Background: an optimization exercise with open tools, aiming at small area. Do not read the settings as production practice. The RTL was checked by simulation tests, not by an equivalence proof against the original design. Power and IR drop assume default switching activity. The clock port is modelled as an ideal driver; clocking choices that lean on that would not hold on a real chip.

Design m8c_issp_target, start of the top module:
module m8c_issp_target #(
    parameter int          VEC_SIZE       = 22,
    parameter int          POR_HI_CYCLES  = 15000,
    parameter int          POR_LO_CYCLES  = 4,
    parameter int          EXEC_BUSY_CLKS = 8,
    parameter int          EXEC_ZERO_BITS = 40,
    parameter logic [7:0]  EXEC_REG       = 8'hFF
) (
    input  logic                osc,
    input  logic                rst_n,
    input  logic                vdd_on,
    input  logic                sclk,
    input  logic                sdata_in,
    output logic                sdata_out,
    output logic                sdata_oe,
    output logic                vec_valid,
    output logic [VEC_SIZE-1:0] vec_data,
    output logic                exec_pulse,
    input  logic [7:0]          dbg_addr,
    output logic [7:0]          dbg_data
);
For scale: roughly 4200 flip-flops, about 47 I/O pins, about 100000 um2 of cells after synthesis.
export LEC_CHECK = 0
export CAP_MARGIN = 20
export CORE_MARGIN = 2
export CORE_UTILIZATION = 70
export CTS_BUF_LIST = sky130_fd_sc_hd__clkbuf_16
export CTS_CLUSTER_DIAMETER = 60
export CTS_CLUSTER_SIZE = 30
export SETUP_SLACK_MARGIN = 0.2
export SLEW_MARGIN = 20
export SYNTH_HIERARCHICAL = 1
create_clock -name core_clock -period 6.0 [get_ports {osc}]
standard.sh (not shown) runs the stock make flow with config.mk's settings and CLKGATE_MAP_FILE= SYNTH_SCRIPT=/design/flow/synth_recipe.tcl, a recipe that flattens the netlist after the stock synthesis.
==> flow/flow/run.sh <==
#!/bin/bash
# The standard layout (standard.sh), with one change: clock tree synthesis
# runs without dummy loads (-dont_use_dummy_load). The clustering settings are
# the same as config.mk's CTS_* settings. make's full output goes to flow.log;
# each ORFS step also keeps its own log under orfs/logs/.
set -euo pipefail
export CTS_ARGS="-sink_clustering_enable -repair_clock_nets -dont_use_dummy_load -sink_clustering_size 30 -sink_clustering_max_diameter 60 -buf_list sky130_fd_sc_hd__clkbuf_16"
bash standard.sh finish > flow.log 2>&1
The baseline completed without violations.
==> next run, changes <==
--- a/flow/design.v
+++ b/flow/design.v
@@ -33,17 +33,16 @@
     logic         r_sclk_s1, r_sclk_s2, r_sclk_d;
     logic         r_sd_s1, r_sd_s2;
     logic [13:0]  r_cnt;
     logic [20:0]  r_shift;
     logic [7:0]   r_rd_data;
     logic [8:0]   r_addr;        
     logic         r_is_read;
     logic [4:0]   r_phase;
-    logic         r_pend;
     logic [3:0]   r_pend_ring;
     logic [4:0]   r_pend_k;
     logic [7:0]   r_pend_data;
     logic [255:0] r_ring [16];
     logic         w_rise, w_fall, w_bit, w_in_rd, w_rd_bit;
     logic         w_commit, w_we, w_exec_arm, w_ins;
     logic [21:0]  w_vec;
     always_ff @(posedge osc) begin
@@ -65,17 +64,17 @@
     assign w_vec  = {r_shift, w_bit};
     always_ff @(posedge osc) r_phase <= r_phase + 5'd1;
     logic [3:0] r_pl;
     logic [7:0] r_ph;
     always_comb begin
         for (int i = 0; i < 4; i++) r_pl[i] = (r_phase[1:0] == 2'(i));
         for (int i = 0; i < 8; i++) r_ph[i] = (r_phase[4:2] == 3'(i));
     end
-    assign w_ins = r_pend && (r_pend_k == ~r_phase);
+    assign w_ins = (r_pend_k == ~r_phase);
     for (genvar g = 0; g < 16; g++) begin : g_ring
         logic       ins, ins_n;
         logic [7:0] d0;
         assign ins   = w_ins && (r_pend_ring == 4'(g));
         assign ins_n = ~ins;
         for (genvar b = 0; b < 8; b++) begin : g_b
             m8c_sel2 u_sel (.a(r_ring[g][248 + b]), .a_en(ins_n), .b(r_pend_data[b]), .b_en(ins),
                             .y(d0[b]));
@@ -84,22 +83,19 @@
             r_ring[g] <= {r_ring[g][247:0], d0};
     end
     assign w_commit   = rst_n && vdd_on && (r_state == c_ST_SHIFT) && w_fall
                         && r_cnt[5] && r_cnt[0];
     assign w_we       = w_commit && w_vec[21] && !w_vec[19] && (w_vec[2:0] == 3'b111);
     assign w_exec_arm = w_we && w_vec[20] && (w_vec[18:11] == EXEC_REG);
     always_ff @(posedge osc) begin
         if (w_we) begin
-            r_pend      <= 1'b1;
             r_pend_ring <= {w_vec[20], w_vec[18:16]};
             r_pend_k    <= w_vec[15:11];
             r_pend_data <= w_vec[10:3];
-        end else if (w_ins) begin
-            r_pend <= 1'b0;
         end
     end
     logic [31:0] w_dsel;
     logic [7:0]  w_drsel;
     logic        w_dhit;
     logic [3:0] w_kl, w_l;
     logic [7:0] w_kh, w_h0, w_h;
     logic       w_c;
@@ -135,51 +131,49 @@
     for (genvar b = 0; b < 8; b++) begin : g_db2
         logic [32:0] col;
         for (genvar sl = 0; sl < 32; sl++) begin : g_ds2
             assign col[sl] = w_dlvl1[sl][b];
         end
         assign col[32] = r_pend_data[b];
         m8c_ohmux #(.N(33)) u_mux (.d(col), .s({w_dhit, w_dsel}), .y(dbg_data[b]));
     end
-    assign w_dhit   = r_pend && !r_pend_ring[3] && (r_pend_ring[2:0] == dbg_addr[7:5])
+    assign w_dhit   = !r_pend_ring[3] && (r_pend_ring[2:0] == dbg_addr[7:5])
                       && (r_pend_k == dbg_addr[4:0]);
     logic [4:0]  w_rel;
+    logic [31:0] w_reldec;
     logic        w_rhit;
     logic [15:0] w_rrsel;
+    logic [7:0]  w_rd_nx;
     assign w_rel  = r_addr[4:0] + r_phase;
-    assign w_rhit = r_pend && ({r_pend_ring, r_pend_k} == r_addr);
-    always_comb
+    assign w_rhit = ({r_pend_ring, r_pend_k} == r_addr);
+    always_comb begin
         for (int r = 0; r < 16; r++) w_rrsel[r] = (r_addr[8:5] == 4'(r));
+        for (int t = 0; t < 32; t++) w_reldec[t] = (w_rel == 5'(t));
+    end
     for (genvar j = 0; j < 8; j++) begin : g_rd
-        localparam int LG = (j == 7) ? 1 : (j >= 5) ? 2 : (j >= 1) ? 3 : 4;
-        localparam int NT = 32 >> LG;
+        localparam int SP = 2 * (8 - j) + 1;
+        localparam int NT = (32 + SP - 1) / SP;
         logic [NT-1:0] tsel;
         logic [NT-1:0] lvl1;
-        logic          tap, en;
-        always_comb
-            for (int t = 0; t < NT; t++) tsel[t] = (w_rel[4:LG] == (5-LG)'(t));
+        logic          tap;
         for (genvar t = 0; t < NT; t++) begin : g_rt
             logic [15:0] col;
             for (genvar r = 0; r < 16; r++) begin : g_rr
-                assign col[r] = r_ring[r][8*(t << LG) + j];
+                assign col[r] = r_ring[r][8*(t*SP) + j];
             end
+            assign tsel[t] = w_reldec[t*SP];
             m8c_ohmux #(.N(16)) u_mux (.d(col), .s(w_rrsel), .y(lvl1[t]));
         end
-        if (NT > 1) begin : g_l2
-            m8c_ohmux #(.N(NT)) u_mux2 (.d(lvl1), .s(tsel), .y(tap));
-        end else begin : g_l2
-            assign tap = lvl1[0];
-        end
-        assign en = w_rhit || (w_rel[LG-1:0] == '0);
-        always_ff @(posedge osc)
-            if (en) r_rd_data[j] <= w_rhit ? r_pend_data[j] : tap;
+        m8c_ohmux #(.N(NT)) u_mux2 (.d(lvl1), .s(tsel), .y(tap));
+        assign w_rd_nx[j] = w_rhit ? r_pend_data[j] : (|tsel) ? tap : r_rd_data[j];
     end
+    always_ff @(posedge osc) r_rd_data <= w_rd_nx;
     assign w_in_rd  = r_is_read && (r_cnt[5:3] == 3'b011);
-    assign w_rd_bit = r_rd_data[~r_cnt[2:0]];
+    assign w_rd_bit = w_rd_nx[~r_cnt[2:0]];
     always_ff @(posedge osc) begin
         if (!rst_n) begin
             vec_data <= '0;
         end else if (w_commit) begin
             vec_data <= w_vec;
         end
     end
     always_ff @(posedge osc) begin
Global-route usage goes down by 1.8 points; count of clock-buffer cells in the layout goes down by 3; power goes down by 0.48%; final area goes down by 1.2%; first-iteration DRC count goes down by 5.1%; worst setup slack is about the same; sequential cell count goes down by 1; via count goes down by 3.4%; non-clock buffer count goes down by 98; final cell count goes down by 1.8%; routed wire length goes down by 5.6%; area after synthesis goes down by 0.59%; clock power hardly moves.

* * *

## job 101
Another version of the RTL of m8c_issp_target (not shown whole).
Size in the first run: about 6400 cells after synthesis, about 4200 flip-flops, ~100000 µm² of cells after synthesis.
==> flow/config.mk <==
export PLATFORM = sky130hd
export DESIGN_NAME = m8c_issp_target
export DESIGN_NICKNAME = m8c_issp_target
export VERILOG_FILES = /design/flow/design.v
export SDC_FILE = /design/flow/constraint.sdc
export NUM_CORES = 4
export LEC_CHECK = 0
export CAP_MARGIN = 20
export CORE_MARGIN = 2
export CORE_UTILIZATION = 70
export CTS_BUF_LIST = sky130_fd_sc_hd__clkbuf_16
export CTS_CLUSTER_DIAMETER = 80
export CTS_CLUSTER_SIZE = 30
export SETUP_SLACK_MARGIN = 0.2
export SLEW_MARGIN = 20
export SYNTH_HIERARCHICAL = 1
==> flow/constraint.sdc <==
create_clock -name core_clock -period 6.0 [get_ports {osc}]
set_input_delay 1.2000 -clock core_clock [delete_from_list [all_inputs] [get_ports {osc}]]
set_output_delay 1.2000 -clock core_clock [all_outputs]
set_load 0.01 [all_outputs]
==> flow/flow/run.sh <==
#!/bin/bash
# The standard layout (standard.sh) with two changes:
#  - clock tree synthesis runs without dummy loads (-dont_use_dummy_load);
#    its clustering settings are config.mk's CTS_* settings;
#  - the buffer that global placement puts on every input and output port is
#    sky130_fd_sc_hd__buf_2 instead of the flow's default pick.
# make's full output goes to flow.log; each ORFS step also keeps its own log
# under orfs/logs/.
set -euo pipefail
export CTS_ARGS="-sink_clustering_enable -repair_clock_nets -dont_use_dummy_load -sink_clustering_size 30 -sink_clustering_max_diameter 80 -buf_list sky130_fd_sc_hd__clkbuf_16"
export BUFFER_PORTS_ARGS="-buffer_cell sky130_fd_sc_hd__buf_2"
bash standard.sh finish > flow.log 2>&1
Job 101 ended with every stage complete and zero timing, DRC or antenna violations.
Input changes introduced in job 102 (baseline for comparison: job 101):
-- flow/design.v --
<<< job 101, line 87
    assign w_we       = w_commit && w_vec[21] && !w_vec[19] && (w_vec[2:0] == 3'b111);
    assign w_exec_arm = w_we && w_vec[20] && (w_vec[18:11] == EXEC_REG);
    logic [16:0] w_pend_nx;
    m8c_ld #(.W(17)) u_ld_pend (.q({r_pend_ring, r_pend_k, r_pend_data}),
                                .d({w_vec[20], w_vec[18:11], w_vec[10:3]}),
                                .ld(w_we), .keep(!w_we), .y(w_pend_nx));
    always_ff @(posedge osc) {r_pend_ring, r_pend_k, r_pend_data} <= w_pend_nx;
    logic [31:0] w_dsel;
    logic [7:0]  w_drsel;
>>> job 102, line 87
    assign w_we       = w_commit && w_vec[21] && !w_vec[19] && (w_vec[2:0] == 3'b111);
    assign w_exec_arm = w_we && w_vec[20] && (w_vec[18:11] == EXEC_REG);
    always_ff @(posedge osc) begin
        if (w_we) begin
            r_pend_ring <= {w_vec[20], w_vec[18:16]};
            r_pend_k    <= w_vec[15:11];
            r_pend_data <= w_vec[10:3];
        end
    end
    logic [31:0] w_dsel;
    logic [7:0]  w_drsel;
<<< job 101, line 168
    assign w_in_rd  = r_is_read && (r_cnt[5:3] == 3'b011);
    assign w_rd_bit = w_rd_nx[~r_cnt[2:0]];
    logic        w_ld_sh, w_ld_ad;
    logic [21:0] w_vec_nx;
    logic [20:0] w_shift_nx;
    logic [9:0]  w_addr_nx;
    assign w_ld_sh = rst_n && vdd_on && (r_state == c_ST_SHIFT) && w_fall;
    assign w_ld_ad = w_ld_sh && (r_cnt[5:0] == 6'd22);
    m8c_ld #(.W(22)) u_ld_vec (.q(vec_data), .d(w_vec), .ld(w_commit), .keep(rst_n && !w_commit),
                               .y(w_vec_nx));
    m8c_ld #(.W(21)) u_ld_sh (.q(r_shift), .d(w_vec[20:0]), .ld(w_ld_sh), .keep(!w_ld_sh),
                              .y(w_shift_nx));
    m8c_ld #(.W(10)) u_ld_ad (.q({r_is_read, r_addr}),
                              .d({w_vec[10] & w_vec[8], w_vec[9], w_vec[7:0]}),
                              .ld(w_ld_ad), .keep(!w_ld_ad), .y(w_addr_nx));
    always_ff @(posedge osc) begin
        vec_data             <= w_vec_nx;
        r_shift              <= w_shift_nx;
        {r_is_read, r_addr}  <= w_addr_nx;
    end
    always_ff @(posedge osc) begin
>>> job 102, line 170
    assign w_in_rd  = r_is_read && (r_cnt[5:3] == 3'b011);
    assign w_rd_bit = w_rd_nx[~r_cnt[2:0]];
    always_ff @(posedge osc) begin
        if (!rst_n) begin
            vec_data <= '0;
        end else if (w_commit) begin
            vec_data <= w_vec;
        end
    end
    always_ff @(posedge osc) begin
<<< job 101, line 227
                    end
                    if (w_fall) begin
                        if (r_cnt[5] && r_cnt[0]) begin
                            r_cnt     <= c_SH_FIRST;
>>> job 102, line 218
                    end
                    if (w_fall) begin
                        r_shift <= w_vec[20:0];
                        if (r_cnt[5:0] == 6'd22) begin
                            r_addr    <= {w_vec[9], w_vec[7:0]};
                            r_is_read <= w_vec[10] & w_vec[8];
                        end
                        if (r_cnt[5] && r_cnt[0]) begin
                            r_cnt     <= c_SH_FIRST;
<<< job 101, line 310
    assign y = (a & a_en) | (b & b_en);
endmodule
module m8c_ld #(
    parameter int W = 8
) (
    input  logic [W-1:0] q,
    input  logic [W-1:0] d,
    input  logic         ld,
    input  logic         keep,
    output logic [W-1:0] y
);
    for (genvar i = 0; i < W; i++) begin : g_b
        m8c_sel2 u_sel (.a(q[i]), .a_en(keep), .b(d[i]), .b_en(ld), .y(y[i]));
    end
endmodule
module m8c_aoi222 (
    input  logic a0, b0, a1, b1, a2, b2,
>>> job 102, line 306
    assign y = (a & a_en) | (b & b_en);
endmodule
module m8c_aoi222 (
    input  logic a0, b0, a1, b1, a2, b2,
--- outcome ---
On total clock network power, job 102 and job 101 are basically level. The maximum clock frequency of job 102 is higher than that of job 101. Relative to job 101, the detailed placement HPWL measured on job 102 has decreased by a few percent. Job 102 finished all stages; layout check result: FAIL, due to antenna rules. Delta (job 102 minus job 101): data arrival time at the worst-slack endpoint saw a decrease, effective utilization at floorplan saw little to no change, share of power burned in the clock network saw a decrease, setup slack after layout saw an increase.

-- port drivers added, routing unchanged --
In the flow no input, the clock included, has a driving cell. The finished layouts below were timed again as built, in two steps. Step 1 sets driving cells, clkbuf_16 on the clock port and buf_2 on the other inputs (assumed; they add their load-dependent delay and slew). Step 2 times the ports against the registers' clock, not the clock port: input delays grow and output delays shrink by t, the midpoint of the rising clock arrivals with the driver on. a / b / c = ideal / step 1 / step 2; a / b = the first two.
| run | t (ns) | slack for setup (ns) | hold slack, ns |
|---|---|---|---|
| the first run of note 1 | 0.892 | 0.189 / 0.128 / 0.128 | 0.269 / 0.269 / 0.269 |
| the second run of note 1 | 0.872 | 0.190 / -0.023 / -0.023 | 0.288 / 0.288 / 0.288 |
| job 101 | 0.888 | 0.253 / 0.166 / 0.178 | 0.250 / 0.250 / 0.250 |
| job 102 | 0.872 | 0.303 / 0.220 / 0.246 | 0.264 / 0.264 / 0.264 |
With both steps, setup timing fails in the second run of note 1, where it was met with ideal ports. For the second run of note 1, which loses most, drivers alone change the setup slack by -0.213 ns; drivers and shift together by -0.213 ns.
